Context: an optimization exercise on an open-source flow, tuned for small area. The choices shown serve that exercise and are no tape-out recipe. Where RTL was checked, it was by simulation tests only, not by an equivalence proof against the original. The RTL of runs 3 to 5 was laid out without a check of its function. No activity file was given, so power comes from the tool's default toggle rates.

$ cat design.v
module powlib_ipmaxi_rd #(
   parameter int MAX_BURST = 128,
   parameter     ID        = "IPMAXI_RD",
   parameter int EAR       = 0,
   parameter int EDBG      = 0,
   parameter int B_BPD     = 4,
   parameter int B_AW      = 32,
   localparam int B_DW     = 8*B_BPD
) (
   input  logic            clk,
   input  logic            rst,
   input  logic [B_AW-1:0] wraddr,
   input  logic [B_DW-1:0] wrdata,
   input  logic            wrvld,
   output logic            wrrdy,
   output logic            wrnf,
   output logic [B_AW-1:0] rdaddr,
   output logic [B_DW-1:0] rddata,
   output logic [1:0]      rdresp,
   output logic            rdvld,
   input  logic            rdrdy,
   output logic [B_AW-1:0] araddr,
   output logic [7:0]      arlen,
   output logic [2:0]      arsize,
   output logic [1:0]      arburst,
   output logic            arvalid,
   input  logic            arready,
   input  logic [B_DW-1:0] rdata,
   input  logic [1:0]      rresp,
   input  logic            rlast,
   input  logic            rvalid,
   output logic            rready
);
   localparam logic [7:0] PTAG = 8'(EAR) ^ 8'(EDBG) ^ 8'($bits(ID)) ^ 8'(MAX_BURST);
   logic unused_ptag_s;
   assign unused_ptag_s = ^PTAG;
   logic [29:0] hd_addr_q;
   logic [31:0] hd_len_q;
   logic        hd_vld_q;
   logic [29:0] fq_addr_q [7];
   logic [31:0] fq_len_q  [7];
   logic [2:0]  fq_cnt_q;
   logic [29:0] af_addr_q [4];
   logic [2:0]  af_cnt_q;
   logic [6:0]  boff_q;
   logic [6:0]  off_s;
   logic [7:0]  lim_s;
   logic [6:0]  lenm1_s;
   logic        zero_s, short_s, last_s, af_full_s;
   logic        arvalid_s, ar_hs_s, pop_s, push_s, push_hd_s, push_fq_s, fq_take_s;
   logic        beat_s, af_pop_s;
   logic [29:0] next_addr_s, fq_head_addr_s;
   logic [31:0] next_len_s, fq_head_len_s;
   logic [7:0]  lo_sum_s;
   assign off_s     = (&hd_addr_q[9:7]) ? hd_addr_q[6:0] : 7'd0;
   assign lim_s     = 8'd128 - {1'b0, off_s};
   assign zero_s    = (hd_len_q == 32'd0);
   assign short_s   = (hd_len_q[31:7] == 25'd0) && (hd_len_q[6:0] <= ~off_s) ;
   assign last_s    = (hd_len_q[31:8] == 24'd0) && (hd_len_q[7:0] <= lim_s);
   assign lenm1_s   = hd_len_q[6:0] - 7'd1;
   assign af_full_s = af_cnt_q[2];
   assign arvalid_s = hd_vld_q && !zero_s && !af_full_s;
   assign ar_hs_s   = arvalid_s && arready;
   assign pop_s     = hd_vld_q && (zero_s || (arready && !af_full_s && last_s));
   assign push_s    = wrvld && !(hd_vld_q && (fq_cnt_q == 3'd7));
   assign push_hd_s = push_s && (fq_cnt_q == 3'd0) && (!hd_vld_q || pop_s);
   assign push_fq_s = push_s && !push_hd_s;
   assign fq_take_s = pop_s && (fq_cnt_q != 3'd0);
   assign next_addr_s = (&hd_addr_q[9:7]) ? {hd_addr_q[29:10] + 20'd1, 10'd0}
                                          : {hd_addr_q[29:10], hd_addr_q[9:7] + 3'd1, hd_addr_q[6:0]};
   assign lo_sum_s    = {1'b0, hd_len_q[6:0]} + {1'b0, off_s};
   assign next_len_s  = {lo_sum_s[7] ? hd_len_q[31:7] : hd_len_q[31:7] - 25'd1, lo_sum_s[6:0]};
   assign fq_head_addr_s = fq_addr_q[fq_cnt_q - 3'd1];
   assign fq_head_len_s  = fq_len_q[fq_cnt_q - 3'd1];
   assign beat_s   = rvalid && rdrdy && (af_cnt_q != 3'd0);
   assign af_pop_s = beat_s && rlast;
   always_ff @(posedge clk or negedge rst) begin
      if (!rst) begin
         hd_vld_q <= 1'b0;
         fq_cnt_q <= 3'd0;
         af_cnt_q <= 3'd0;
         boff_q   <= 7'd0;
      end else begin
         if (push_hd_s) begin
            hd_vld_q <= 1'b1;
         end else if (pop_s && (fq_cnt_q == 3'd0)) begin
            hd_vld_q <= 1'b0;
         end
         case ({push_fq_s, fq_take_s})
            2'b10:   fq_cnt_q <= fq_cnt_q + 3'd1;
            2'b01:   fq_cnt_q <= fq_cnt_q - 3'd1;
            default: ;
         endcase
         case ({ar_hs_s, af_pop_s})
            2'b10:   af_cnt_q <= af_cnt_q + 3'd1;
            2'b01:   af_cnt_q <= af_cnt_q - 3'd1;
            default: ;
         endcase
         if (beat_s) begin
            boff_q <= rlast ? 7'd0 : boff_q + 7'd1;
         end
      end
   end
   logic        hd_take_s, hd_in_s, hd_nx_s, hd_hold_s;
   logic        fq_ld_s, fq_hold_s, af_ld_s, af_hold_s;
   logic [6:0]  fq_sel_s;
   logic [29:0] hd_addr_d;
   logic [31:0] hd_len_d;
   assign hd_in_s   = push_hd_s;
   assign hd_nx_s   = ar_hs_s && !last_s;
   assign hd_hold_s = hd_vld_q && !zero_s && (!arready || (af_cnt_q == 3'd4));
   always_comb begin
      for (int k = 0; k < 7; k++) begin
         fq_sel_s[k] = pop_s && (fq_cnt_q == 3'(k + 1));
      end
   end
   always_comb begin
      hd_addr_d = (wraddr[31:2] & {30{hd_in_s}}) | (next_addr_s & {30{hd_nx_s}})
                | (hd_addr_q & {30{hd_hold_s}});
      hd_len_d  = (wrdata & {32{hd_in_s}}) | (next_len_s & {32{hd_nx_s}})
                | (hd_len_q & {32{hd_hold_s}});
      for (int k = 0; k < 7; k++) begin
         hd_addr_d = hd_addr_d | (fq_addr_q[k] & {30{fq_sel_s[k]}});
         hd_len_d  = hd_len_d | (fq_len_q[k] & {32{fq_sel_s[k]}});
      end
   end
   always_ff @(posedge clk) begin
      hd_addr_q <= hd_addr_d;
      hd_len_q  <= hd_len_d;
   end
   assign fq_ld_s   = push_fq_s;
   assign fq_hold_s = !wrvld || (hd_vld_q ? ((fq_cnt_q == 3'd7) || ((fq_cnt_q == 3'd0) && pop_s)) : 1'b1);
   always_ff @(posedge clk) begin
      fq_addr_q[0] <= (wraddr[31:2] & {30{fq_ld_s}}) | (fq_addr_q[0] & {30{fq_hold_s}});
      fq_len_q[0]  <= (wrdata & {32{fq_ld_s}}) | (fq_len_q[0] & {32{fq_hold_s}});
      for (int i = 1; i < 7; i++) begin
         fq_addr_q[i] <= (fq_addr_q[i-1] & {30{fq_ld_s}}) | (fq_addr_q[i] & {30{fq_hold_s}});
         fq_len_q[i]  <= (fq_len_q[i-1] & {32{fq_ld_s}}) | (fq_len_q[i] & {32{fq_hold_s}});
      end
   end
   assign af_ld_s   = ar_hs_s;
   assign af_hold_s = !arready || !hd_vld_q || zero_s || (af_cnt_q == 3'd4);
   always_ff @(posedge clk) begin
      af_addr_q[0] <= (hd_addr_q & {30{af_ld_s}}) | (af_addr_q[0] & {30{af_hold_s}});
      for (int i = 1; i < 4; i++) begin
         af_addr_q[i] <= (af_addr_q[i-1] & {30{af_ld_s}}) | (af_addr_q[i] & {30{af_hold_s}});
      end
   end
   logic [29:0] af_head_s;
   assign af_head_s = af_addr_q[af_cnt_q[1:0] - 2'd1];
   assign wrrdy   = !(hd_vld_q && (fq_cnt_q == 3'd7));
   assign wrnf    = !hd_vld_q || (fq_cnt_q <= 3'd5);
   assign arvalid = arvalid_s;
   assign araddr  = {hd_addr_q, 2'b00};
   assign arlen   = {1'b0, short_s ? lenm1_s : ~off_s};
   assign arsize  = 3'd2;
   assign arburst = 2'b01;
   assign rdvld   = rvalid;
   assign rddata  = rdata;
   assign rdresp  = rresp;
   assign rready  = rdrdy;
   assign rdaddr  = {af_head_s[29:10], af_head_s[9:0] + {3'd0, boff_q}, 2'b00};
endmodule
$ cat flow/run.sh
#!/bin/bash
set -euo pipefail
export BUFFER_PORTS_ARGS="-buffer_cell sky130_fd_sc_hd__buf_1"
bash standard.sh > standard_flow.log 2>&1
$ cat standard.sh
#!/bin/bash
# synth_recipe.tcl (not shown) runs the flow's synth.tcl, then flattens the netlist and writes it again
# the make line also repeats each setting of config.mk as NAME=value (left out here)
make -C /OpenROAD-flow-scripts/flow DESIGN_CONFIG=/design/flow/config.mk WORK_HOME=/design/flow/orfs CLKGATE_MAP_FILE= SYNTH_SCRIPT=/design/flow/synth_recipe.tcl "${@:-finish}"
$ cat config.mk
export PLATFORM = sky130hd
export DESIGN_NAME = powlib_ipmaxi_rd
export DESIGN_NICKNAME = powlib_ipmaxi_rd
export VERILOG_FILES = /design/flow/design.v
export SDC_FILE = /design/flow/constraint.sdc
export NUM_CORES = 4
export LEC_CHECK = 0
export CAP_MARGIN = 20
export CORE_MARGIN = 2
export CORE_UTILIZATION = 60
export CTS_BUF_LIST = sky130_fd_sc_hd__clkbuf_4
export CTS_CLUSTER_DIAMETER = 50
export CTS_CLUSTER_SIZE = 8
export SLEW_MARGIN = 20
$ cat constraint.sdc
create_clock -name core_clock -period 10.0 [get_ports {clk}]
set_input_delay 2.0000 -clock core_clock [delete_from_list [all_inputs] [get_ports {clk}]]
set_output_delay 2.0000 -clock core_clock [all_outputs]
set_load 0.01 [all_outputs]
==> metrics.md, run 1 <==
| Metric | Value |
|---|---|
| Avg WL per Cell | roughly 25 µm |
| CP delay by family, top | compound AO/OA/AOI/OAI gates |
| Reg-to-reg slack, setup | roughly 4.5 ns |
| Antenna-violating nets left | 0 |
| Clock slew at reported path FFs | about 0.1 ns |
| Final worst clock skew | between 0.04 and 0.05 ns |
| RSZ-0062 raised after global routing | no |
| Die Area | roughly 0.045 mm² |
| Area Growth Syn to Fin | 4.40% |
| Die W | roughly 210 µm |
| Startpoint types | flop |
| Yosys reg bits | 630 |
| Post-CTS Hold Buffers | 0 |
| Number of fill cells | between 3000 and 4000 |
| IO Pins | 221 |
| GPL Wtd Cong | roughly 0.95 |
| Total power | 0.00898 W |
| Top area cells in the synthesized netlist | dfxtp_1 (48%), a22o_1 (20%), a22oi_1 (2.8%), mux4_2 (2.6%), buf_4 (2.4%) |
| DRT iter0 DRCs | around 2400 |
| Worst skew pair latency | ~0.87 ns |
| Slowest-stage cell, CP | o21ai_1 |
| Async SR Flop Fraction | between 2 and 2.5% |
| Cell variety after synth | 75 |
| Post-route cell area | approximately 0.027 mm² |
| Pwr/cell area | between 300 and 400 mW/mm² |
| Pre-antenna DRT Iters | 6 |
| Crit path buffers/inverters | 2 |
| CTS Buffer Depth | 3 |
| Final setup fails | 0 |
| Cell accounting for the most synthesized area | dfxtp_1 |
| LEAKAGE | about 11 nW |
| Most frequent cell on the critical path | ha_1 |
| R2r endpoint | fq_len_q[4][0]$_DFF_P_ |
| Top-area cell type share of the netlist area | a little under half |
| # DRC | 0 |
| Clock sink count | 630 |
| Placed wire-length estimate | 44.4 mm |
| Adder-cell share of the synthesized area | roughly 2.1% |
| Post-Synth Simple-Gate Area | slightly below 7% |
| Setup crit end kind | output pin |
| Port bufs | 140 |
| Largest family of logic cells by synthesized area | compound AO/OA/AOI/OAI gates |
| Worst EP arrival | approximately 4.3 ns |
| CTS Buf Count | just under 90 |
| Post-cts sizing count | 0 |
| Rel. slew slack | about 10% |
| Seq/Total Area, Yosys | approximately half |
| Post-synth top flop | dfxtp_1 |
| Sequential cell area | roughly 0.013 mm² |
| Routed wire length | roughly 73 mm |
| Yosys warns | 4 |
| Initial Util | about 60% |
| Largest stage delay, worst path | 0.53 ns |
| Total Routing Usage GR | between 30% and 40% |
| Worst r2r src | hd_addr_q[7]$_DFF_P_ |
| Minimum clock period | 6.34 ns |
| Min-delay src | fq_len_q[6][9]$_DFF_P_ |
| Hold path endpoint | hd_len_q[9]$_DFF_P_ |
| Hold Path Stages | 1 |
| Postcts setup bufs | 0 |
| Placed Area | roughly 0.026 mm² |
| Number of global-route vias before repair | roughly 19000 |
| Antenna violations before repair | 5 |
| HP Class | flop to flop |
| Slew @ Worst Pin | ~1.4 ns |
| Status | timing/DRC/antenna clean |
| Share of layout cells above drive strength 1 | under 10% |
| Area of the multi-input gates | between 0.01 and 0.015 mm² |
| Max-cap violations | 0 |
| Mux contribution to synthesized area | around 2.9% |
| Register-to-Register Path Depth | 18 |
| Clock root buffer master | clkbuf_4 |
| Cell depth of the worst setup path | 11 |
| Xor-xnor portion of the synthesized cell area | between 1.5 and 2% |
| Critical path class | flop to output pin |
| GRT overflow | 0 |
| CP required | 8.00 ns |
| Post-synth EDFFs | 0 |
| Final Util | a little over three fifths |
| Syn Inst Count | roughly 2300 |
| Achievable frequency | about 160 MHz |
| CORE AREA | 0.0428 mm² |
| Largest net degree at the start of global routing | around 280 |
| Core Rows | 76 |
| Compound-gate portion of the synthesized area | a little under a third |
| Mapped Avg Cell Area | approximately 11 µm² |
| Commonest cells in the netlist | dfxtp_1 (616), a22o_1 (593), a22oi_1 (95) |
| Total negative setup slack | 0 ns |
| Mapped Area | 0.0258 mm² |
| Count of final hold-check violations | 0 |
| Fin crit share | about 63% |
| Nets | between 2000 and 3000 |
| Worst hold slack | around 0.46 ns |
| Final Slew Violations | 0 |
| Worst-path cell chain | ha_1 > ha_1 > buf_4 > and2_1 > ha_1 > a21oi_1 > o21ai_1 > o32ai_1 > nand3_1 > mux2i_1 > buf_1 |
| Worst IR Drop VDD | around 0.22 mV |
| Top-count cell post-synth | dfxtp_1 |
| Global-route wire length before repair | roughly 110 mm |
| TritonCTS clock tree | yes |
| H-tree level count | 3 |
| Vias per inst | between 7 and 8 |
| Worst-path maximum fanout | 15 |
| Vias | between 20000 and 25000 |
| Die H | roughly 210 µm |
## state kept, by name, summed over array words and instances, names as in the netlist
| register | cells |
|---|---|
| boff_q | 7 |
| fq_cnt_q | 3 |
| hd_len_q | 32 |
| hd_addr_q | 30 |
| af_cnt_q | 3 |
| fq_addr_q | 210 |
| hd_vld_q | 1 |
| fq_len_q | 224 |
| af_addr_q | 120 |
## power breakdown
group,switching (W),internal [W]
Combinational,0.00177,0.00138
Sequential,0.000956,0.00356
Clock,0.000841,0.000479
## stage by stage
stage / instances / worst slack, ns
floorplan: 2353 / 4.21
global placement: 2830 / 4.67
detailed placement: 2830 / 4.60
CTS: 2934 / 3.64
global route: 2939 / 3.36
finish: 2943 / 3.66
## placed cells by master (no fill, tap or decap), types with 17 or more instances in the layout
master / netlist / layout
mux4_2: 30 / 30
nand2_1: 92 / 92
buf_4: 84 / 46
a22oi_1: 95 / 95
xnor2_1: 32 / 32
nand4_1: 29 / 29
nand3_1: 57 / 57
a222oi_1: 47 / 47
dfxtp_1: 616 / 616
a21oi_1: 34 / 32
nor3_1: 17 / 17
and3_1: 28 / 28
xor2_1: 18 / 18
inv_1: 28 / 28
o21ai_0: 44 / 44
a221oi_1: 38 / 38
nor2_1: 43 / 40
buf_1: 8 / 140
ha_1: 39 / 39
a22o_1: 593 / 593
clkbuf_4: 0 / 99
## per-layer routing
layer	GRT usage [%]	up-vias	share of wire (%)
li1	-	9302	-
met1	45.8	10219	44
met2	48.1	993	44
met3	6.19	179	8.9
met4	13.0	2	3.4
met5	0	-	0.018
## worst max path at each step
stage          slack, ns          to                    start
2_1_floorplan       4.21  rdaddr[11]  af_cnt_q[1]$_DFFE_PN0P_
3_3_place_gp        4.67    arlen[4]     hd_addr_q[7]$_DFF_P_
3_5_place_dp        4.60    arlen[6]     hd_addr_q[7]$_DFF_P_
4_1_cts             3.64    arlen[6]     hd_addr_q[7]$_DFF_P_
5_1_grt             3.36    arlen[5]     hd_addr_q[7]$_DFF_P_
6_report            3.66    arlen[6]     hd_addr_q[7]$_DFF_P_
## logic make-up (layout without fill, tap and decap cells)
group | after synthesis | after routing
compound gates | 955 | 955
flops | 630 | 630
simple gates | 343 | 343
buf+inv | 285 | 321
xor+xnor | 50 | 50
fa+ha+maj | 42 | 42
mux | 38 | 38
other cells | 2 | 18
## final cells by class
cell class	instances	area share, %
Antenna cell	8	0.0742
Clock buffer	99	2.75
Clock inverter	5	0.167
Inverter	28	0.389
Multi-Input combinational cell	1438	43.6
Sequential cell	630	47.0
Tap cell	546	2.53
Timing Repair Buffer	189	3.48
==> run 2: changes to the inputs <==
--- a/design.v
+++ b/design.v
@@ -44,3 +44,2 @@
    logic [2:0]  af_cnt_q;
-   logic [6:0]  boff_q;
    logic [6:0]  off_s;
@@ -81,3 +80,2 @@
          af_cnt_q <= 3'd0;
-         boff_q   <= 7'd0;
       end else begin
@@ -98,5 +96,2 @@
          endcase
-         if (beat_s) begin
-            boff_q <= rlast ? 7'd0 : boff_q + 7'd1;
-         end
       end
@@ -140,12 +135,26 @@
    end
-   assign af_ld_s   = ar_hs_s;
-   assign af_hold_s = !arready || !hd_vld_q || zero_s || (af_cnt_q == 3'd4);
-   always_ff @(posedge clk) begin
-      af_addr_q[0] <= (hd_addr_q & {30{af_ld_s}}) | (af_addr_q[0] & {30{af_hold_s}});
-      for (int i = 1; i < 4; i++) begin
-         af_addr_q[i] <= (af_addr_q[i-1] & {30{af_ld_s}}) | (af_addr_q[i] & {30{af_hold_s}});
+   logic [3:0]  af_sh_s, af_wr_s, af_hd_s;
+   logic        af_inc_s;
+   logic [9:0]  af_lo_inc_s;
+   always_comb begin
+      for (int i = 0; i < 4; i++) begin
+         af_wr_s[i] = ar_hs_s && (af_pop_s ? (af_cnt_q == 3'(i + 1)) : (af_cnt_q == 3'(i)));
+         af_sh_s[i] = af_pop_s && !(ar_hs_s && (af_cnt_q == 3'(i + 1)));
+      end
+      af_inc_s = beat_s && !rlast;
+      af_hd_s[0] = !rvalid || !rdrdy || !af_cnt_q[2] && !af_cnt_q[1] && !af_cnt_q[0] || !rlast;
+      for (int i = 0; i < 4; i++) begin
+         af_hd_s[i] = (i == 0 ? af_hd_s[0] : (!rvalid || !rdrdy || !rlast))
+                    && !(arvalid_s && arready && (af_cnt_q == 3'(i)));
       end
    end
-   logic [29:0] af_head_s;
-   assign af_head_s = af_addr_q[af_cnt_q[1:0] - 2'd1];
+   assign af_lo_inc_s = af_addr_q[0][9:0] + 10'd1;
+   always_ff @(posedge clk) begin
+      for (int i = 0; i < 4; i++) begin
+         af_addr_q[i] <= (hd_addr_q & {30{af_wr_s[i]}})
+                       | ((i < 3 ? af_addr_q[(i + 1) % 4] : hd_addr_q) & {30{af_sh_s[i] && (i < 3)}})
+                       | (af_addr_q[i] & {{20{af_hd_s[i]}}, {10{af_hd_s[i] && !(i == 0 && af_inc_s)}}})
+                       | ({20'd0, (i == 0) ? af_lo_inc_s : 10'd0} & {30{(i == 0) && af_inc_s}});
+      end
+   end
    assign wrrdy   = !(hd_vld_q && (fq_cnt_q == 3'd7));
@@ -161,3 +170,3 @@
    assign rready  = rdrdy;
-   assign rdaddr  = {af_head_s[29:10], af_head_s[9:0] + {3'd0, boff_q}, 2'b00};
+   assign rdaddr  = {af_addr_q[0], 2'b00};
 endmodule
==> run 2 against run 1 <==
Still clean on timing, DRC and antenna. Sequential cell count decreased by 7. Synthesized cell count grew 4.1%. Combinational power rose by 9.2%. Sequential power grew 2%. Clock power about the same. Setup slack lost 0.27 ns. Utilization increased by 0.13 points. Via count is 2.1% higher. Wire length is 1.3% higher. Critical path type unchanged.
==> metrics.md, run 2 <==
| Metric | Value |
|---|---|
| Yosys warns | 4 |
| Area Growth Syn to Fin | 4.14% |
| CTS Buf Count | 88 |
| IO Pins | 221 |
| Commonest cells in the netlist | dfxtp_1 (616), a22o_1 (507), a222oi_1 (132) |
| Post-layout worst setup margin | ~3.4 ns |
| LEAKAGE | about 11 nW |
| Share of layout cells above drive strength 1 | slightly below 8% |
| Initial Util | between 60% and 70% |
| Syn Inst Count | between 2000 and 2500 |
| Largest net degree at the start of global routing | about 270 |
| Seq/Total Area, Yosys | 49.3% |
| Top-count cell post-synth | dfxtp_1 |
| Global-route wire length before repair | roughly 110 mm |
| Post-cts sizing count | 0 |
| CP startpoint | hd_addr_q[7]$_DFF_P_ |
| Mux contribution to synthesized area | less than 1% |
| Achievable frequency | ~150 MHz |
| Setup crit end kind | output pin |
| Adder-cell share of the synthesized area | 2.00% |
| Met2 Resource Use GR | about half |
| Top area cells in the synthesized netlist | dfxtp_1 (49%), a22o_1 (17%), a222oi_1 (5.2%), a22oi_1 (2.4%), ha_1 (1.9%) |
| Avg WL per Cell | between 20 and 25 µm |
| DRT iter0 DRCs | ~2800 |
| Top-area cell type share of the netlist area | about half |
| R2r endpoint | fq_addr_q[4][24]$_DFF_P_ |
| Largest family of logic cells by synthesized area | compound AO/OA/AOI/OAI gates |
| Startpoint types | flop |
| CP required | 8.00 ns |
| Mapped Avg Cell Area | between 10 and 15 µm² |
| Post-Synth Simple-Gate Area | 7.62% |
| Most frequent cells in the layout | dfxtp_1 (616), a22o_1 (507), buf_1 (140) |
| Mapped Area | 0.0254 mm² |
| Rel. slew slack | 29.6% |
| CTS Buffer Depth | 3 |
| RSZ-0062 raised after global routing | no |
| Status | timing/DRC/antenna clean |
| Port bufs | 140 |
| Final worst clock skew | between 0.04 and 0.05 ns |
| CORE AREA | roughly 0.042 mm² |
| Vias per inst | just over 7 |
| Postcts setup bufs | 0 |
| Pre-antenna DRT Iters | 8 |
| Clock root buffer master | clkbuf_4 |
| Minimum clock period | roughly 6.6 ns |
| Final Slew Violations | 0 |
| Worst skew pair latency | 0.85 ns |
| Hold path endpoint | af_addr_q[2][27]$_DFF_P_ |
| Global routing usage on met3 | about 7% |
| Pwr/cell area | 354 mW/mm² |
| Register-to-Register Path Depth | 18 |
| Routed wire length | about 74 mm |
| Min-delay src | af_addr_q[3][27]$_DFF_P_ |
| Worst EP arrival | 4.61 ns |
| Vias | 21136 |
| GPL Wtd Cong | just under 0.9 |
| Clock sink count | slightly above 600 |
| Max-cap violations | 0 |
| Total Routing Usage GR | 33.1% |
| Die H | 210 µm |
| HP Class | flop to flop |
| Dpl ws | 3.94 ns |
| Die W | between 200 and 250 µm |
| Top flop regs | fq_len_q: 224 flops, fq_addr_q: 210 flops, af_addr_q: 120 flops |
| Nets | approximately 2600 |
| # DRC | 0 |
| Slew @ Worst Pin | approximately 1.1 ns |
| Reg with most FFs | fq_len_q |
| Cell accounting for the most synthesized area | dfxtp_1 |
| Total negative setup slack | 0 ns |
| Fin crit share | between 60% and 70% |
| Worst IR Drop VDD | about 0.22 mV |
| Placed wire-length estimate | around 45 mm |
| Compound-gate portion of the synthesized area | about a third |
| Core Rows | 75 |
| Xor-xnor portion of the synthesized cell area | 1.00% |
| Clock slew at reported path FFs | about 0.090 ns |
| Commonest non-fill, non-tap cell in the layout | dfxtp_1 |
| Critical path class | flop to output pin |
| Number of global-route vias before repair | ~20000 |
| Largest register FFs | approximately 220 |
| Final setup fails | 0 |
| Met1 GRT Util | 45.8% |
| Reg-to-reg slack, setup | around 3.8 ns |
| H-tree level count | 3 |
| Hold Path Stages | 2 |
| Yosys reg bits | 623 |
| Post-synth EDFFs | 0 |
| Worst r2r src | hd_addr_q[7]$_DFF_P_ |
| Antenna-violating nets left | 0 |
| Cell variety after synth | 74 |
| Most Used Layer, Global Route | met2 |
| Worst-path maximum fanout | 14 |
| Antenna violations before repair | 2 |
| Async SR Flop Fraction | 1.12% |
| Count of final hold-check violations | 0 |
| Post-synth top flop | dfxtp_1 |
| TritonCTS clock tree | yes |
| Post-CTS Hold Buffers | 0 |
| GRT overflow | 0 |
| Die Area | 0.0440 mm² |
run 2: cell types whose count changed in the layout (fill, tap and decap cells not counted), sizes merged, moves of 10 or more:
cell	before	now
a2111oi	15	2
a21oi	35	78
a222oi	47	132
a22o	593	507
a22oi	95	80
and3	28	13
inv	30	102
mux4	30	0
nor2	43	68
nor3	18	32
nor4	10	23
xnor2	32	21
xor2	18	8
run 2: worst max-delay path by stage:
stage                         endpoint  slack (ns)
2_1_floorplan  fq_cnt_q[2]$_DFFE_PN0P_        4.83
3_3_place_gp    fq_len_q[6][3]$_DFF_P_        4.05
3_5_place_dp    fq_len_q[3][5]$_DFF_P_        3.94
4_1_cts                       arlen[3]        3.31
5_1_grt                       arlen[3]        3.11
6_report                      arlen[3]        3.39
run 2: layer usage:
layer,part of all wire (%),up-vias
li1,-,9537
met1,43,10382
met2,44,1038
met3,8.9,179
met4,3.5,0
met5,0,-
run 2: report_power, final:
part / internal (W) / total (W) / switching [W] / leakage (nW)
clock network: 0.000509 / 0.00134 / 0.000829 / 0.480
registers: 0.00358 / 0.00458 / 0.000997 / 5.18
logic: 0.00146 / 0.00343 / 0.00197 / 5.15
total: 0.00556 / 0.00935 / 0.00379 / 10.8
run 2: cell families (layout without fill, tap and decap cells):
kind of cell	Yosys count	count (layout)
buffers and inverters	381	385
AO/OA/AOI/OAI	977	977
adder cells (fa/ha/maj)	40	40
multiplexers	19	19
XOR/XNOR	29	29
AND/OR/NAND/NOR	371	371
flip-flops	623	623
other	2	16
run 2: layout make-up:
| cell class | instances | area [µm²] |
|---|---|---|
| inverters | 104 | 390 |
| diodes | 6 | 15.0 |
| clock buffers | 94 | 706 |
| fillers | 3538 | 15400 |
| well taps | 539 | 674 |
| multi-input cells | 1446 | 11200 |
| repair buffers | 182 | 873 |
| clock inverters | 5 | 98.8 |
| flip-flops and latches | 623 | 12500 |
run 2: worst max-delay path, stage by stage (launching register included):
cell	delay, ns
dfxtp_1	0.60
ha_1	0.23
ha_1	0.53
and2_1	0.38
ha_1	0.35
a21oi_1	0.17
o21a_1	0.29
o21ai_0	0.14
o31ai_1	0.08
and3_1	0.48
mux2i_1	0.30
buf_1	0.21
run 2: stage by stage:
stage               area (µm²)  cells  utilization (%)  total power [W]  hold slack [ns]
global route             26400   2996             63.2          0.00989            0.490
global placement         25600   2893             61.1          0.00783            0.443
floorplan                25400   2450                -          0.00689            0.428
detailed placement       25600   2893             61.2          0.00795            0.451
CTS                      26400   2992             63.1          0.00928            0.471
finish                   26400   2999             63.2          0.00935            0.472
==> run 3: changes to the inputs <==
--- a/design.v
+++ b/design.v
@@ -50,4 +50,4 @@
    logic        beat_s, af_pop_s;
-   logic [29:0] next_addr_s, fq_head_addr_s;
-   logic [31:0] next_len_s, fq_head_len_s;
+   logic [29:0] next_addr_s;
+   logic [31:0] next_len_s;
    logic [7:0]  lo_sum_s;
@@ -67,8 +67,9 @@
    assign fq_take_s = pop_s && (fq_cnt_q != 3'd0);
-   assign next_addr_s = (&hd_addr_q[9:7]) ? {hd_addr_q[29:10] + 20'd1, 10'd0}
-                                          : {hd_addr_q[29:10], hd_addr_q[9:7] + 3'd1, hd_addr_q[6:0]};
-   assign lo_sum_s    = {1'b0, hd_len_q[6:0]} + {1'b0, off_s};
-   assign next_len_s  = {lo_sum_s[7] ? hd_len_q[31:7] : hd_len_q[31:7] - 25'd1, lo_sum_s[6:0]};
-   assign fq_head_addr_s = fq_addr_q[fq_cnt_q - 3'd1];
-   assign fq_head_len_s  = fq_len_q[fq_cnt_q - 3'd1];
+   logic lastwin_s;
+   assign lastwin_s   = &hd_addr_q[9:7];
+   assign next_addr_s = {hd_addr_q[29:10] + {19'd0, ar_hs_s && lastwin_s},
+                         (ar_hs_s && lastwin_s) ? 10'd0
+                                                : {hd_addr_q[9:7] + {2'd0, ar_hs_s}, hd_addr_q[6:0]}};
+   assign lo_sum_s    = {1'b0, hd_len_q[6:0]} + {1'b0, off_s & {7{ar_hs_s}}};
+   assign next_len_s  = {hd_len_q[31:7] - {24'd0, ar_hs_s && !lo_sum_s[7]}, lo_sum_s[6:0]};
    assign beat_s   = rvalid && rdrdy && (af_cnt_q != 3'd0);
@@ -98,4 +99,4 @@
    end
-   logic        hd_take_s, hd_in_s, hd_nx_s, hd_hold_s;
-   logic        fq_ld_s, fq_hold_s, af_ld_s, af_hold_s;
+   logic        hd_in_s, hd_nx_s;
+   logic        fq_ld_s, fq_hold_s;
    logic [6:0]  fq_sel_s;
@@ -104,4 +105,3 @@
    assign hd_in_s   = push_hd_s;
-   assign hd_nx_s   = ar_hs_s && !last_s;
-   assign hd_hold_s = hd_vld_q && !zero_s && (!arready || (af_cnt_q == 3'd4));
+   assign hd_nx_s   = hd_vld_q && !zero_s && !(arready && !af_cnt_q[2] && last_s);
    always_comb begin
@@ -112,6 +112,4 @@
    always_comb begin
-      hd_addr_d = (wraddr[31:2] & {30{hd_in_s}}) | (next_addr_s & {30{hd_nx_s}})
-                | (hd_addr_q & {30{hd_hold_s}});
-      hd_len_d  = (wrdata & {32{hd_in_s}}) | (next_len_s & {32{hd_nx_s}})
-                | (hd_len_q & {32{hd_hold_s}});
+      hd_addr_d = (wraddr[31:2] & {30{hd_in_s}}) | (next_addr_s & {30{hd_nx_s}});
+      hd_len_d  = (wrdata & {32{hd_in_s}}) | (next_len_s & {32{hd_nx_s}});
       for (int k = 0; k < 7; k++) begin
@@ -150,3 +148,3 @@
    end
-   assign af_lo_inc_s = af_addr_q[0][9:0] + 10'd1;
+   assign af_lo_inc_s = af_addr_q[0][9:0] + {9'd0, af_inc_s};
    always_ff @(posedge clk) begin
@@ -155,4 +153,4 @@
                        | ((i < 3 ? af_addr_q[(i + 1) % 4] : hd_addr_q) & {30{af_sh_s[i] && (i < 3)}})
-                       | (af_addr_q[i] & {{20{af_hd_s[i]}}, {10{af_hd_s[i] && !(i == 0 && af_inc_s)}}})
-                       | ({20'd0, (i == 0) ? af_lo_inc_s : 10'd0} & {30{(i == 0) && af_inc_s}});
+                       | ({af_addr_q[i][29:10], (i == 0) ? af_lo_inc_s : af_addr_q[i][9:0]}
+                          & {30{af_hd_s[i]}});
       end
==> run 3 against run 2 <==
Setup slack improved by 0.31 ns. Sequential power fell by 5.0%. Clock skew rose by 0.010 ns. Fmax rose by 5.0%. Utilization rose by 0.12 points. Sequential share of layout area barely moved. Total power fell by 8.7%. Largest cell class unchanged. Largest power group unchanged. Highest routed layer unchanged.
==> metrics.md, run 3 <==
| Metric | Value |
|---|---|
| # DRC | 0 |
| Vias | 20465 |
| Vias per inst | about 6.8 |
| Slew @ Worst Pin | between 1 and 1.5 ns |
| Placed wire-length estimate | 43.3 mm |
| Number of global-route vias before repair | 19451 |
| Port bufs | 140 |
| Antenna violations before repair | 2 |
| Largest stage delay, worst path | 0.70 ns |
| Most frequent cells in the layout | dfxtp_1 (616), a22o_1 (481), nand2_1 (162) |
| H-tree level count | 3 |
| Worst skew pair latency | 0.88 ns |
| Cell accounting for the most synthesized area | dfxtp_1 |
| GRT overflow | 0 |
| Area Growth Syn to Fin | 4.67% |
| CORE AREA | around 0.042 mm² |
| Critical path class | flop to flop |
| RSZ-0062 raised after global routing | no |
| Share of layout cells above drive strength 1 | under 10% |
| Post-CTS Hold Buffers | 0 |
| Postcts setup bufs | 0 |
| Cell variety after synth | 71 |
| Global-route wire length before repair | around 110 mm |
| HP Class | flop to flop |
| Dpl ws | around 3 ns |
| Final setup fails | 0 |
| Clock slew at reported path FFs | ~0.090 ns |
| Post-synth EDFFs | 0 |
| Commonest cells in the netlist | dfxtp_1 (616), a22o_1 (481), nand2_1 (163) |
| Antenna-violating nets left | 0 |
| Nets | 2584 |
| Worst-path maximum fanout | 8 |
| Largest register FFs | ~220 |
| Die H | 209 µm |
| Syn Inst Count | around 2400 |
| Achievable frequency | ~160 MHz |
| Reg with most FFs | fq_len_q |
| Final worst clock skew | between 0.05 and 0.06 ns |
| CTS Buffer Depth | 3 |
| Routed wire length | approximately 73 mm |
| Pwr/cell area | 323 mW/mm² |
| Count of final hold-check violations | 0 |
| Yosys reg bits | about 620 |
| Worst-path cell chain | nor4_1 > and4_1 > a31oi_1 > and3_1 > nand2_1 > inv_1 > ha_1 > a21o_1 > a21oi_1 > o21bai_1 > a21oi_1 > o21bai_1 > a211oi_1 > ha_1 > ha_1 > or3b_1 > nor4_1 > nand2_1 > o21ai_0 > a21oi_1 > mux2_2 > a221o_1 |
| Final Slew Violations | 0 |
| Avg WL per Cell | 24.6 µm |
| Core Rows | 75 |
| Async SR Flop Fraction | ~1.1% |
| Worst IR Drop VDD | around 0.17 mV |
| Largest net degree at the start of global routing | between 200 and 300 |
| Initial Util | between 60% and 70% |
| Mapped Avg Cell Area | about 10 µm² |
| Setup crit end kind | flop |
| Yosys warns | 4 |
| Minimum clock period | around 6.3 ns |
| DRT iter0 DRCs | 2363 |
| Post-synth top flop | dfxtp_1 |
| Startpoint types | flop |
| Total negative setup slack | 0 ns |
| Max-cap violations | 0 |
| TritonCTS clock tree | yes |
| Clock sink count | a little over 600 |
| Total Routing Usage GR | about a third |
| Fin crit share | 63.0% |
| Status | timing/DRC/antenna clean |
| Worst EP arrival | ~7 ns |
| Top flop regs | fq_len_q: 224 flops, fq_addr_q: 210 flops, af_addr_q: 120 flops |
| Top-area cell type share of the netlist area | 48.8% |
| Pre-antenna DRT Iters | 7 |
| Die W | 209 µm |
| GPL Wtd Cong | roughly 0.9 |
| Post-layout worst setup margin | around 3.7 ns |
| CP required | between 10 and 15 ns |
| Die Area | 0.0438 mm² |
| Top area cells in the synthesized netlist | dfxtp_1 (49%), a22o_1 (17%), a222oi_1 (3.6%), a22oi_1 (3.4%), nand2_1 (2.4%) |
| Rel. slew slack | between 10% and 20% |
| CTS Buf Count | 87 |
| Post-cts sizing count | 0 |
| Clock root buffer master | clkbuf_4 |
| LEAKAGE | 10.7 nW |
| Top-count cell post-synth | dfxtp_1 |
| Slowest-stage cell, CP | nor4_1 |
| IO Pins | 221 |
| Mapped Area | 0.0253 mm² |
| Seq/Total Area, Yosys | 49.5% |
| Commonest non-fill, non-tap cell in the layout | dfxtp_1 |
-- run 3: cell count changes in the layout (fill, tap and decap cells not counted), moves of 33 or more --
cell | before | now
a221oi_1 | 38 | 1
a222oi_1 | 132 | 90
a22oi_1 | 80 | 113
inv_1 | 102 | 47
mux2i_1 | 7 | 43
nand2_1 | 94 | 162
nor2_1 | 65 | 32
-- run 3: logic make-up after synthesis --
group / count (synthesis) / share of synthesized area, %
AO/OA/AOI/OAI: 957 / 30.9
flip-flops: 623 / 49.5
AND/OR/NAND/NOR: 346 / 6.55
buffers and inverters: 322 / 5.86
XOR/XNOR: 64 / 2.22
multiplexers: 62 / 2.55
adder cells (fa/ha/maj): 48 / 2.41
other: 2 / 0.0297
-- run 3: path summary, 6_finish.rpt --
check / from / endpoint / slack, ns / depth (start not counted)
setup / recovery: hd_len_q[14]$_DFF_P_ / hd_len_q[21]$_DFF_P_ / 3.70 / 22
hold / removal: af_addr_q[1][12]$_DFF_P_ / af_addr_q[1][12]$_DFF_P_ / 0.45 / 2
setup reg to reg: hd_len_q[14]$_DFF_P_ / hd_len_q[21]$_DFF_P_ / 3.70 / 22
hold reg to reg: af_addr_q[1][12]$_DFF_P_ / af_addr_q[1][12]$_DFF_P_ / 0.45 / 2
max in group asynchronous: rst / hd_vld_q$_DFFE_PN0P_ / 8.52 / 1
min in group asynchronous: rst / fq_cnt_q[2]$_DFFE_PN0P_ / 1.08 / 1
-- run 3: area by class of cell --
| type | count | area, µm² |
|---|---|---|
| timing repair buffer | 180 | 871 |
| tap | 539 | 674 |
| clock buffer | 98 | 736 |
| clock inverter | 2 | 33.8 |
| antenna | 9 | 22.5 |
| sequential | 623 | 12500 |
| multi-input combinational | 1487 | 11400 |
| fill | 3536 | 15300 |
| inverter | 52 | 195 |
-- run 3: where the power goes --
group          internal, W  switching [W]
sequential         0.00346       0.000883
combinational      0.00129        0.00159
clock             0.000472       0.000840
-- run 3: worst max-delay path: cells and delay by family (launching register included) --
| family | cells | cell delay, ns |
|---|---|---|
| and+or+nand+nor | 7 | 2.72 |
| AOI/OAI and AO/OA | 10 | 2.02 |
| adders and majority gates | 3 | 0.77 |
| DFF | 1 | 0.37 |
| muxes | 1 | 0.28 |
| buffers and inverters | 1 | 0.05 |
-- run 3: metrics by stage --
stage               util [%]  instance area [µm²]  power, W  instances  hold WS (ns)
floorplan                  -                25300   0.00622       2432         0.422
global placement        61.4                25600   0.00711       2880         0.429
detailed placement      61.4                25600   0.00720       2880         0.433
CTS                     63.2                26400   0.00850       2980         0.448
global route            63.3                26400   0.00901       2989         0.463
finish                  63.3                26400   0.00854       2990         0.447
-- run 3: per-layer routing --
metal / GRT usage [%] / vias up / wire, µm
met5: 0 / - / 0
met1: 45.7 / 10093 / 31800
met4: 11.1 / 0 / 1990
met3: 5.41 / 145 / 5690
li1: - / 9318 / -
met2: 52.4 / 909 / 34000
==> run 4: changes to the inputs <==
--- a/config.mk
+++ b/config.mk
@@ -7,3 +7,3 @@
 export LEC_CHECK = 0
-export CAP_MARGIN = 20
+export CAP_MARGIN = 5
 export CORE_MARGIN = 2
@@ -13,2 +13,2 @@
 export CTS_CLUSTER_SIZE = 8
-export SLEW_MARGIN = 20
+export SLEW_MARGIN = 5
==> run 4 against run 3 <==
Still clean on timing, DRC and antenna. Fmax up 0.51%. Design area down 0.10%. Critical path depth unchanged. Setup slack better by 0.032 ns. Clock power about the same. Via count up 0.16%. Sequential cell count unchanged. Register-to-register slack better by 0.03 ns. Sequential power about the same. Die area unchanged. Final cell count about the same. Global-route usage unchanged. Critical path type unchanged. Critical endpoint unchanged. Largest cell class unchanged.
==> metrics.md, run 4 <==
| Metric | Value |
|---|---|
| Total negative setup slack | 0 ns |
| DP Cell Count | 2880 |
| Worst r2r src | hd_len_q[16]$_DFF_P_ |
| Max-cap violations | 0 |
| GRT overflow | 0 |
| Mapped Area | between 0.02 and 0.03 mm² |
| Mapped Avg Cell Area | between 10 and 15 µm² |
| Non-filler cells in the finished layout | 2989 |
| IO Pins | 221 |
| R2r endpoint | hd_len_q[21]$_DFF_P_ |
| Hold Path Stages | 2 |
| Number of global-route vias before repair | about 19000 |
| Rel. slew slack | 3.69% |
| Total Routing Usage GR | between 30% and 40% |
| Fin crit share | a little over three fifths |
| Yosys reg bits | about 620 |
| Count of final hold-check violations | 0 |
| Seq/Total Area, Yosys | between 40% and 50% |
| CTS Buf Count | 87 |
| Post-synth EDFFs | 0 |
| Nets | 2583 |
| Achievable frequency | roughly 160 MHz |
| Post-CTS Hold Buffers | 0 |
| Final setup fails | 0 |
| Top flop regs | fq_len_q: 224 flops, fq_addr_q: 210 flops, af_addr_q: 120 flops |
| Commonest non-fill, non-tap cell in the layout | dfxtp_1 |
| DRT iter0 DRCs | between 2000 and 2500 |
| Worst hold slack | between 0.4 and 0.5 ns |
| Dpl ws | roughly 2.9 ns |
| Most frequent cells in the layout | dfxtp_1 (616), a22o_1 (481), nand2_1 (162) |
| Post-layout worst setup margin | around 3.7 ns |
| Die Area | between 0.04 and 0.05 mm² |
| Status | timing/DRC/antenna clean |
| Reg-to-reg slack, setup | ~3.7 ns |
| Avg WL per Cell | 24.6 µm |
| Register-to-Register Path Depth | 22 |
| Post-cts sizing count | 0 |
| Pre-antenna DRT Iters | 9 |
| Postcts setup bufs | 0 |
| CORE AREA | 0.0418 mm² |
| Global-route wire length before repair | 114 mm |
| TritonCTS clock tree | yes |
| GPL Wtd Cong | between 0.8 and 0.9 |
| Async SR Flop Fraction | around 1.1% |
| Worst EP arrival | 7.04 ns |
| RSZ-0062 raised after global routing | no |
| LEAKAGE | 10.7 nW |
| Antenna-violating nets left | 0 |
| Yosys warns | 4 |
| Syn Inst Count | 2424 |
| Largest net degree at the start of global routing | 280 |
| Share of layout cells above drive strength 1 | 8.07% |
| Final worst clock skew | 0.0529 ns |
| Worst-path cell chain | nor4_4 > and4_1 > a31oi_1 > and3_1 > nand2_1 > inv_1 > ha_1 > a21o_1 > a21oi_1 > o21bai_1 > a21oi_1 > o21bai_1 > a211oi_1 > ha_1 > ha_1 > or3b_1 > nor4_1 > nand2_1 > o21ai_0 > a21oi_1 > mux2_2 > a221o_1 |
| Core Rows | between 70 and 80 |
| # DRC | 0 |
| Sequential cell area | between 0.01 and 0.015 mm² |
| Setup crit end kind | flop |
| Routed wire length | 73.5 mm |
| Largest register FFs | around 220 |
| Largest stage delay, worst path | 0.66 ns |
| Clock root buffer master | clkbuf_4 |
| Port bufs | 140 |
| Top area cells in the synthesized netlist | dfxtp_1 (49%), a22o_1 (17%), a222oi_1 (3.6%), a22oi_1 (3.4%), nand2_1 (2.4%) |
| CTS Buffer Depth | 3 |
| Clock slew at reported path FFs | around 0.090 ns |
| Cell variety after synth | between 70 and 80 |
| Initial Util | approximately three fifths |
| CP required | between 10 and 15 ns |
| Post-synth top flop | dfxtp_1 |
| Pwr/cell area | about 320 mW/mm² |
| Antenna violations before repair | 2 |
| Minimum clock period | roughly 6.3 ns |
| Vias | roughly 20000 |
| Number of fill cells | around 3500 |
| Die H | about 210 µm |
| Clock sink count | between 600 and 700 |
| Min-delay src | af_addr_q[1][24]$_DFF_P_ |
| Startpoint types | flop |
| Cell accounting for the most synthesized area | dfxtp_1 |
| Placed wire-length estimate | around 43 mm |
| Final Slew Violations | 0 |
| Slowest-stage cell, CP | nor4_1 |
| Worst-path maximum fanout | 8 |
| Top-area cell type share of the netlist area | between 40% and 50% |
| Worst IR Drop VDD | between 0.15 and 0.2 mV |
| HP Class | flop to flop |
| Area of the multi-input gates | ~0.011 mm² |
| Total power | between 0.008 and 0.009 W |
| Worst skew pair latency | slightly below 0.9 ns |
| H-tree level count | 3 |
| Slew @ Worst Pin | between 1 and 1.5 ns |
| Vias per inst | between 6 and 7 |
| Critical path class | flop to flop |
| Area Growth Syn to Fin | 4.56% |
| Die W | about 210 µm |
| Reg with most FFs | fq_len_q |
| Top-count cell post-synth | dfxtp_1 |
| Hold path endpoint | af_addr_q[1][24]$_DFF_P_ |
| Commonest cells in the netlist | dfxtp_1 (616), a22o_1 (481), nand2_1 (163) |
run 4: changes by cell type in the layout (fill, tap and decap cells not counted), sizes merged:
| cell | delta |
|---|---|
| buf | -1 |
run 4: kinds of logic (layout without fill, tap and decap cells):
logic type	after synthesis	count (layout)	synth area share (%)
AO/OA/AOI/OAI	957	957	30.9
flip-flops	623	623	49.5
AND/OR/NAND/NOR	346	346	6.55
buffers and inverters	322	331	5.86
XOR/XNOR	64	64	2.22
multiplexers	62	62	2.55
adder cells (fa/ha/maj)	48	48	2.41
other	2	19	0.0297
run 4: cell type report:
class	instances	share of cell area [%]
flip-flops and latches	623	47.4
multi-input cells	1487	43.2
repair buffers	179	3.19
clock buffers	98	2.79
well taps	539	2.55
inverters	52	0.739
clock inverters	2	0.128
diodes	9	0.0853
run 4: metal layers:
| layer | track usage, % | up-vias | part of all wire [%] |
|---|---|---|---|
| met4 | 11.1 | 0 | 2.9 |
| met1 | 45.7 | 10146 | 43 |
| met5 | 0 | - | 0 |
| met2 | 52.4 | 876 | 46 |
| li1 | - | 9321 | - |
| met3 | 5.41 | 155 | 7.7 |
run 4: worst max path at each step:
stage | startpoint | endpoint | cells after the start
after floorplan | arready | hd_len_q[25]$_DFF_P_ | 21
after CTS | hd_len_q[16]$_DFF_P_ | hd_len_q[21]$_DFF_P_ | 22
after detailed placement | arready | hd_len_q[21]$_DFF_P_ | 21
after global placement | arready | hd_len_q[21]$_DFF_P_ | 21
final | hd_len_q[16]$_DFF_P_ | hd_len_q[21]$_DFF_P_ | 22
after global routing | hd_len_q[16]$_DFF_P_ | hd_len_q[21]$_DFF_P_ | 22
run 4: metrics by stage:
step | utilization (%) | instance area [µm²]
floorplan | - | 25300
global placement | 61.4 | 25600
detailed placement | 61.4 | 25600
CTS | 63.2 | 26400
global route | 63.2 | 26400
finish | 63.2 | 26400
run 4: report_power, final:
part           total (W)  switching, W  internal [W]
clock            0.00131      0.000841      0.000472
combinational    0.00288       0.00159       0.00129
sequential       0.00434      0.000882       0.00346
total            0.00854       0.00332       0.00522
run 4: worst max-delay path: cells and delay by family, from the launching register on:
family	cells	cell delay, ns
and+or+nand+nor	7	2.67
AOI/OAI and AO/OA	10	2.02
adders and majority gates	3	0.78
DFF	1	0.38
muxes	1	0.28
buffers and inverters	1	0.05
==> run 5: changes to the inputs <==
--- a/config.mk
+++ b/config.mk
@@ -7,8 +7,8 @@
 export LEC_CHECK = 0
-export CAP_MARGIN = 5
+export CAP_MARGIN = 20
 export CORE_MARGIN = 2
 export CORE_UTILIZATION = 60
-export CTS_BUF_LIST = sky130_fd_sc_hd__clkbuf_4
-export CTS_CLUSTER_DIAMETER = 50
-export CTS_CLUSTER_SIZE = 8
-export SLEW_MARGIN = 5
+export CTS_BUF_LIST = sky130_fd_sc_hd__clkbuf_8
+export CTS_CLUSTER_DIAMETER = 40
+export CTS_CLUSTER_SIZE = 20
+export SLEW_MARGIN = 20
==> run 5 against run 4 <==
Setup slack got worse by 0.21 ns. Critical endpoint unchanged. Sequential share of layout area shrank 1.6 points. Highest routed layer unchanged. First-iteration DRC count grew 2.6%.
==> metrics.md, run 5 <==
| Metric | Value |
|---|---|
| Global-route wire length before repair | between 100 and 150 mm |
| Avg WL per Cell | between 20 and 25 µm |
| Postcts setup bufs | 0 |
| Reg with most FFs | fq_len_q |
| Worst-path maximum fanout | 8 |
| Worst hold slack | ~0.44 ns |
| Fin crit share | 64.7% |
| Pre-antenna DRT Iters | 9 |
| CORE AREA | 0.0418 mm² |
| GPL Wtd Cong | 0.887 |
| Most frequent cells in the layout | dfxtp_1 (616), a22o_1 (481), nand2_1 (162) |
| Minimum clock period | approximately 6.5 ns |
| Area Growth Syn to Fin | 8.19% |
| Clock slew at reported path FFs | 0.08 ns |
| Top-count cell post-synth | dfxtp_1 |
| Syn Inst Count | approximately 2400 |
| CTS Buf Count | 74 |
| Pwr/cell area | between 300 and 400 mW/mm² |
| Die Area | 0.0438 mm² |
| Status | timing/DRC/antenna clean |
| Final Util | about two thirds |
| Yosys warns | 4 |
| H-tree level count | 3 |
| Rel. slew slack | 4.71% |
| Vias per inst | just under 7 |
| Clock sink count | a little over 600 |
| Share of layout cells above drive strength 1 | 9.00% |
| Async SR Flop Fraction | around 1.1% |
| HP Class | flop to flop |
| Seq/Total Area, Yosys | between 40% and 50% |
| Area of the multi-input gates | 0.0114 mm² |
| Port bufs | 140 |
| DRT iter0 DRCs | about 2500 |
| Post-CTS Hold Buffers | 0 |
| GRT overflow | 0 |
| Worst IR Drop VDD | between 0.15 and 0.2 mV |
| Count of final hold-check violations | 0 |
| RSZ-0062 raised after global routing | no |
| Initial Util | between 60 and 70% |
| Mapped Avg Cell Area | roughly 10 µm² |
| Clock root buffer master | clkbuf_8 |
| Slew @ Worst Pin | between 1 and 1.5 ns |
| Startpoint types | input pin |
| Cell accounting for the most synthesized area | dfxtp_1 |
| Final Slew Violations | 0 |
| Cell variety after synth | 71 |
| # DRC | 0 |
| TritonCTS clock tree | yes |
| Worst skew pair latency | about 0.68 ns |
| Commonest non-fill, non-tap cell in the layout | dfxtp_1 |
| Commonest cells in the netlist | dfxtp_1 (616), a22o_1 (481), nand2_1 (163) |
| Final worst clock skew | 0.0326 ns |
| Critical path class | input pin to flop |
| CTS Buffer Depth | 3 |
| Core Rows | 75 |
| Die H | about 210 µm |
| CP required | 10.57 ns |
| Top-area cell type share of the netlist area | between 40% and 50% |
| Yosys reg bits | 623 |
| Top flop regs | fq_len_q: 224 flops, fq_addr_q: 210 flops, af_addr_q: 120 flops |
| LEAKAGE | between 10 and 15 nW |
| Total Routing Usage GR | ~33% |
| Final setup fails | 0 |
| Post-synth EDFFs | 0 |
| Number of global-route vias before repair | 19424 |
| Number of fill cells | about 3400 |
| Setup crit end kind | flop |
| IO Pins | approximately 220 |
| Post-route cell area | between 0.02 and 0.03 mm² |
| Antenna violations before repair | 0 |
| Largest net degree at the start of global routing | 280 |
| Achievable frequency | about 150 MHz |
| Routed wire length | between 70 and 80 mm |
| Vias | between 20000 and 25000 |
| Sequential cell area | between 0.01 and 0.015 mm² |
| Total negative setup slack | 0 ns |
| Worst EP arrival | 7.05 ns |
| Post-cts sizing count | 0 |
| Mapped Area | 0.0253 mm² |
| Max-cap violations | 0 |
| Nets | 2571 |
| Placed wire-length estimate | 43.3 mm |
| Antenna-violating nets left | 0 |
| Placed Area | ~0.026 mm² |
| Top area cells in the synthesized netlist | dfxtp_1 (49%), a22o_1 (17%), a222oi_1 (3.6%), a22oi_1 (3.4%), nand2_1 (2.4%) |
| Post-synth top flop | dfxtp_1 |
| Die W | ~210 µm |
| Largest register FFs | approximately 220 |
[run 5: cell counts after synthesis]
Identical to the previous run, type by type.
[run 5: layer usage]
layer  share of wire [%]  up-vias  GRT usage [%]
li1                    -     9313              -
met1                  44    10210           45.5
met4                 2.2        0           9.66
met3                 7.4      125           5.86
met5                   0        -              0
met2                  47      873           53.2
[run 5: logic make-up after synthesis]
| family | synth area share, % |
|---|---|
| AO/OA/AOI/OAI | 30.9 |
| flip-flops | 49.5 |
| AND/OR/NAND/NOR | 6.55 |
| buffers and inverters | 5.86 |
| XOR/XNOR | 2.22 |
| multiplexers | 2.55 |
| adder cells (fa/ha/maj) | 2.41 |
| other | 0.0297 |
[run 5: final cells by class]
cell class | instances | share of cell area, %
clock inverters | 53 | 2.01
diodes | 1 | 0.00916
repair buffers | 180 | 3.19
clock buffers | 82 | 4.13
well taps | 539 | 2.47
multi-input cells | 1487 | 41.7
inverters | 52 | 0.714
flip-flops and latches | 623 | 45.8
[run 5: through the flow]
stage | std cells | setup WS, ns | total power (W)
after detailed placement | 2880 | 2.93 | 0.00720
after global placement | 2880 | 3.12 | 0.00711
after global routing | 3016 | 3.19 | 0.00972
after CTS | 3015 | 3.65 | 0.00920
final | 3017 | 3.53 | 0.00923
after floorplan | 2432 | 4.03 | 0.00622
[run 5: power breakdown]
| part | leakage, nW | internal, W | switching [W] |
|---|---|---|---|
| clock network | 0.880 | 0.000984 | 0.00101 |
| logic | 5.03 | 0.00129 | 0.00159 |
| registers | 5.18 | 0.00346 | 0.000885 |
[run 5: worst max-delay path: stages]
cell and delay [ns]:
buf_1 0.10, nor2b_1 0.32, and3_1 0.40, nand2_1 0.14, inv_1 0.09, ha_1 0.22
a21o_1 0.18, a21oi_1 0.24, o21bai_1 0.10, a21oi_1 0.25, o21bai_1 0.10, a211oi_1 0.39
ha_1 0.30, ha_1 0.20, or3b_1 0.46, nor4_1 0.67, nand2_1 0.10, o21ai_0 0.17
a21oi_1 0.08, mux2_2 0.28, a221o_1 0.25
[run 5: final timing paths]
| path | slack [ns] | start | endpoint | cells past startpoint |
|---|---|---|---|---|
| max | 3.53 | arready | hd_len_q[21]$_DFF_P_ | 21 |
| min | 0.44 | af_addr_q[1][12]$_DFF_P_ | af_addr_q[1][12]$_DFF_P_ | 2 |
| max reg2reg | 3.68 | hd_len_q[14]$_DFF_P_ | hd_len_q[21]$_DFF_P_ | 22 |
| min reg2reg | 0.44 | af_addr_q[1][12]$_DFF_P_ | af_addr_q[1][12]$_DFF_P_ | 2 |
| max in group asynchronous | 8.30 | rst | fq_cnt_q[2]$_DFFE_PN0P_ | 1 |
| min in group asynchronous | 1.28 | rst | af_cnt_q[1]$_DFFE_PN0P_ | 1 |
==> run 6: changes to the inputs <==
--- a/design.v
+++ b/design.v
@@ -42,3 +42,2 @@
    logic [2:0]  fq_cnt_q;
-   logic [29:0] af_addr_q [4];
    logic [2:0]  af_cnt_q;
@@ -133,24 +132,31 @@
    end
-   logic [3:0]  af_sh_s, af_wr_s, af_hd_s;
-   logic        af_inc_s;
+   logic [29:0] af_cur_q;
+   logic [29:0] af_wait_q [3];
+   logic [2:0]  af_take_s;
+   logic        af_cur_h_s, af_keep_s, af_inc_s, af_ld_s, af_hold_s;
    logic [9:0]  af_lo_inc_s;
+   logic [29:0] af_cur_d;
    always_comb begin
-      for (int i = 0; i < 4; i++) begin
-         af_wr_s[i] = ar_hs_s && (af_pop_s ? (af_cnt_q == 3'(i + 1)) : (af_cnt_q == 3'(i)));
-         af_sh_s[i] = af_pop_s && !(ar_hs_s && (af_cnt_q == 3'(i + 1)));
+      for (int k = 0; k < 3; k++) begin
+         af_take_s[k] = af_pop_s && (af_cnt_q == 3'(k + 2));
       end
-      af_inc_s = beat_s && !rlast;
-      af_hd_s[0] = !rvalid || !rdrdy || !af_cnt_q[2] && !af_cnt_q[1] && !af_cnt_q[0] || !rlast;
-      for (int i = 0; i < 4; i++) begin
-         af_hd_s[i] = (i == 0 ? af_hd_s[0] : (!rvalid || !rdrdy || !rlast))
-                    && !(arvalid_s && arready && (af_cnt_q == 3'(i)));
+      af_cur_h_s = ar_hs_s && ((af_cnt_q == 3'd0) || ((af_cnt_q == 3'd1) && af_pop_s));
+      af_keep_s  = !(rvalid && rdrdy && rlast) && (af_cnt_q != 3'd0);
+      af_inc_s   = beat_s && !rlast;
+      af_ld_s    = ar_hs_s && !af_cur_h_s;
+      af_hold_s  = !arready || !hd_vld_q || zero_s || (af_cnt_q == 3'd4) || (af_cnt_q == 3'd0)
+                 || ((af_cnt_q == 3'd1) && rvalid && rdrdy && rlast);
+   end
+   assign af_lo_inc_s = af_cur_q[9:0] + {9'd0, af_inc_s};
+   always_comb begin
+      af_cur_d = (hd_addr_q & {30{af_cur_h_s}}) | ({af_cur_q[29:10], af_lo_inc_s} & {30{af_keep_s}});
+      for (int k = 0; k < 3; k++) begin
+         af_cur_d = af_cur_d | (af_wait_q[k] & {30{af_take_s[k]}});
       end
    end
-   assign af_lo_inc_s = af_addr_q[0][9:0] + {9'd0, af_inc_s};
    always_ff @(posedge clk) begin
-      for (int i = 0; i < 4; i++) begin
-         af_addr_q[i] <= (hd_addr_q & {30{af_wr_s[i]}})
-                       | ((i < 3 ? af_addr_q[(i + 1) % 4] : hd_addr_q) & {30{af_sh_s[i] && (i < 3)}})
-                       | ({af_addr_q[i][29:10], (i == 0) ? af_lo_inc_s : af_addr_q[i][9:0]}
-                          & {30{af_hd_s[i]}});
+      af_cur_q     <= af_cur_d;
+      af_wait_q[0] <= (hd_addr_q & {30{af_ld_s}}) | (af_wait_q[0] & {30{af_hold_s}});
+      for (int i = 1; i < 3; i++) begin
+         af_wait_q[i] <= (af_wait_q[i-1] & {30{af_ld_s}}) | (af_wait_q[i] & {30{af_hold_s}});
       end
@@ -168,3 +174,3 @@
    assign rready  = rdrdy;
-   assign rdaddr  = {af_addr_q[0], 2'b00};
+   assign rdaddr  = {af_cur_q, 2'b00};
 endmodule
--- a/config.mk
+++ b/config.mk
@@ -9,6 +9,6 @@
 export CORE_MARGIN = 2
-export CORE_UTILIZATION = 60
-export CTS_BUF_LIST = sky130_fd_sc_hd__clkbuf_8
-export CTS_CLUSTER_DIAMETER = 40
-export CTS_CLUSTER_SIZE = 20
+export CORE_UTILIZATION = 70
+export CTS_BUF_LIST = sky130_fd_sc_hd__clkbuf_4
+export CTS_CLUSTER_DIAMETER = 50
+export CTS_CLUSTER_SIZE = 8
 export SLEW_MARGIN = 20
==> run 6 against run 5 <==
First-iteration DRC count is 20% lower. Combinational power down 8.0%. Utilization increased by 8.4 points. Non-clock buffer count fell by 7. Design area fell by 6.4%. Register-to-register slack got worse by 0.21 ns.
==> metrics.md, run 6 <==
| Metric | Value |
|---|---|
| Reg with most FFs | fq_len_q |
| DRT iter0 DRCs | about 2000 |
| Final worst clock skew | 0.0306 ns |
| Postcts setup bufs | 0 |
| Largest net degree at the start of global routing | around 270 |
| Placed wire-length estimate | about 38 mm |
| Min-delay src | fq_len_q[6][21]$_DFF_P_ |
| Core Rows | between 60 and 70 |
| Startpoint types | input pin |
| Post-synth top flop | dfxtp_1 |
| Hold path endpoint | fq_len_q[6][21]$_DFF_P_ |
| Final setup fails | 0 |
| Number of global-route vias before repair | about 18000 |
| Avg WL per Cell | 22.5 µm |
| Hold Path Stages | 1 |
| Worst IR Drop VDD | 0.251 mV |
| Clock sink count | 623 |
| Yosys reg bits | about 620 |
| Post-synth EDFFs | 0 |
| LEAKAGE | 10.4 nW |
| Die W | between 150 and 200 µm |
| CTS Buffer Depth | 3 |
| Max-cap violations | 0 |
| Clock root buffer master | clkbuf_4 |
| Nets | approximately 2500 |
| Mapped Area | about 0.025 mm² |
| Worst skew pair latency | between 0.8 and 0.9 ns |
| Initial Util | between 70% and 80% |
| Setup crit end kind | flop |
| Post-cts sizing count | 0 |
| Seq/Total Area, Yosys | roughly half |
| Pre-antenna DRT Iters | 6 |
| Share of layout cells above drive strength 1 | approximately 6.6% |
| Antenna violations before repair | 6 |
| Achievable frequency | approximately 150 MHz |
| Port bufs | between 100 and 150 |
| Slew @ Worst Pin | ~1.2 ns |
| Largest register FFs | around 220 |
| CP required | 10.70 ns |
| Met2 WL | between 20 and 30 mm |
| Reg-to-reg slack, setup | approximately 3.5 ns |
| Post-CTS Hold Buffers | 0 |
| Worst EP arrival | roughly 7.3 ns |
| Cell variety after synth | just under 60 |
| Routed wire length | around 63 mm |
| Commonest cells in the netlist | dfxtp_1 (616), a22o_1 (533), nand2_1 (152) |
| TritonCTS clock tree | yes |
| Die H | around 190 µm |
| Yosys warns | 4 |
| Top flop regs | fq_len_q: 224 flops, fq_addr_q: 210 flops, af_wait_q: 90 flops |
| Minimum clock period | approximately 6.6 ns |
| Commonest non-fill, non-tap cell in the layout | dfxtp_1 |
| Final Slew Violations | 0 |
| Clock slew at reported path FFs | about 0.08 ns |
| Total Routing Usage GR | 33.6% |
| Cell accounting for the most synthesized area | dfxtp_1 |
| Met3 routed WL | ~5.4 mm |
| Rel. slew slack | between 15 and 20% |
| Top area cells in the synthesized netlist | dfxtp_1 (50%), a22o_1 (19%), a22oi_1 (4.1%), a222oi_1 (2.6%), ha_1 (2.4%) |
| Register-to-Register Path Depth | 22 |
| Vias | 19521 |
| Global-route wire length before repair | 98.8 mm |
| Fin crit share | roughly two thirds |
| Total negative setup slack | 0 ns |
| Top-count cell post-synth | dfxtp_1 |
| IO Pins | approximately 220 |
| # DRC | 0 |
| Vias per inst | about 7.0 |
| HP Class | flop to flop |
| Worst r2r src | hd_len_q[16]$_DFF_P_ |
| H-tree level count | 3 |
| Top-area cell type share of the netlist area | between 40% and 50% |
| Area Growth Syn to Fin | 3.59% |
| Top layer in use | met5 |
| Count of final hold-check violations | 0 |
| GRT overflow | 0 |
| WL met1 | between 20 and 30 mm |
| Status | timing/DRC/antenna clean |
| Post-layout worst setup margin | between 3 and 4 ns |
| CORE AREA | 0.0346 mm² |
| CTS Buf Count | 88 |
| Mapped Avg Cell Area | roughly 11 µm² |
| Critical path class | input pin to flop |
| Pwr/cell area | roughly 330 mW/mm² |
| RSZ-0062 raised after global routing | no |
| Most frequent cells in the layout | dfxtp_1 (616), a22o_1 (533), nand2_1 (152) |
| GPL Wtd Cong | around 0.93 |
| Die Area | 0.0368 mm² |
| Total power | approximately 0.0084 W |
| Syn Inst Count | roughly 2300 |
| Async SR Flop Fraction | ~1.1% |
| Worst-path maximum fanout | 11 |
| R2r endpoint | hd_len_q[29]$_DFF_P_ |
| Dpl ws | 2.65 ns |
| Antenna-violating nets left | 0 |
-- run 6: worst max-delay path: stages --
cell and delay (ns):
buf_1 0.27, nor2b_1 0.27, nand2_1 0.37, nor2_1 0.53
nand2_1 0.16, inv_1 0.09, ha_1 0.22, a21o_1 0.15
a21oi_1 0.21, o21bai_1 0.09, a21oi_1 0.23, o21bai_1 0.09
a211oi_1 0.24, ha_1 0.32, ha_1 0.23, or3b_2 0.53
nor4_1 0.30, nand2_1 0.20, nor4_1 0.26, xor2_1 0.10
and3_1 0.19, a221o_1 0.25
-- run 6: final cells by class --
class / instances / area [µm²]
Sequential cell: 623 / 12500
Multi-Input combinational cell: 1420 / 10800
Fill cell: 2590 / 9050
Timing Repair Buffer: 173 / 790
Clock buffer: 94 / 706
Tap cell: 455 / 569
Inverter: 29 / 109
Clock inverter: 6 / 50.0
Antenna cell: 6 / 15.0
-- run 6: how the worst max path moves through the flow --
stage               slack [ns]                 start                   end  cells after the start
global route              3.00               arready  hd_len_q[29]$_DFF_P_                     22
finish                    3.40               arready  hd_len_q[29]$_DFF_P_                     22
CTS                       3.52  hd_len_q[16]$_DFF_P_  hd_len_q[29]$_DFF_P_                     22
detailed placement        2.65               arready  hd_len_q[29]$_DFF_P_                     22
global placement          2.70               arready  hd_len_q[29]$_DFF_P_                     22
floorplan                 3.74               arready  hd_len_q[29]$_DFF_P_                     23
-- run 6: cells by family after synthesis --
logic type | after synthesis | share of synthesized area, %
mux | 13 | 0.527
compound gates | 887 | 30.3
other cells | 2 | 0.0304
buf+inv | 284 | 6.02
fa+ha+maj | 48 | 2.46
flops | 623 | 50.7
simple gates | 397 | 7.68
xor+xnor | 65 | 2.31
-- run 6: through the flow --
stage	cell area [µm²]	util, %	hold WS, ns	std cells
5_1_grt	25600	73.8	0.493	2804
3_5_place_dp	24800	71.6	0.454	2700
6_report	25600	73.9	0.480	2806
3_3_place_gp	24800	71.6	0.451	2700
4_1_cts	25500	73.8	0.480	2800
2_1_floorplan	24700	-	0.440	2327
-- run 6: report_power, final --
group	total, W	internal, W	switching, W
logic	0.00265	0.00127	0.00138
registers	0.00452	0.00357	0.000949
clock network	0.00126	0.000459	0.000801
-- run 6: routing by layer --
metal,global-route usage (%),vias up
li1,-,8976
met4,12.1,2
met3,6.63,146
met1,47.4,9524
met2,51.2,873
met5,0,-

afterwards: timing with drivers on the ports:
How much do the figures lean on ideal ports? The routed layouts below were timed once more, with nothing changed but the port constraints.
Step 1, drivers: a clkbuf_16 drives clk and a buf_2 each remaining input, both assumed.
Step 2, shift: input delay + t, output delay - t, t = (earliest + latest rising clock arrival at the registers) / 2. This alone moves slack from input paths to output paths.
Three values: ideal ports, drivers, drivers and shift; two values: the first two.
run | t (ns) | setup WS [ns] | worst setup path after step 2 | worst register clock-pin slew, ns
run 1 | 0.899 | 3.656 / 3.599 / 4.498 | register to output | 0.10 / 0.10
run 2 | 0.885 | 3.387 / 3.332 / 3.801 | register to register | 0.10 / 0.10
run 3 | 0.901 | 3.701 / 3.694 / 2.826 | input to register | 0.11 / 0.11
run 4 | 0.897 | 3.733 / 3.729 / 2.889 | input to register | 0.12 / 0.12
run 5 | 0.715 | 3.526 / 3.534 / 2.819 | input to register | 0.09 / 0.09
run 6 | 0.853 | 3.395 / 3.414 / 2.561 | input to register | 0.10 / 0.10
After both steps setup and hold are still met in every run listed. The setup slack of run 3, which loses most, moves by -0.007 ns with the drivers and by -0.875 ns with both steps.
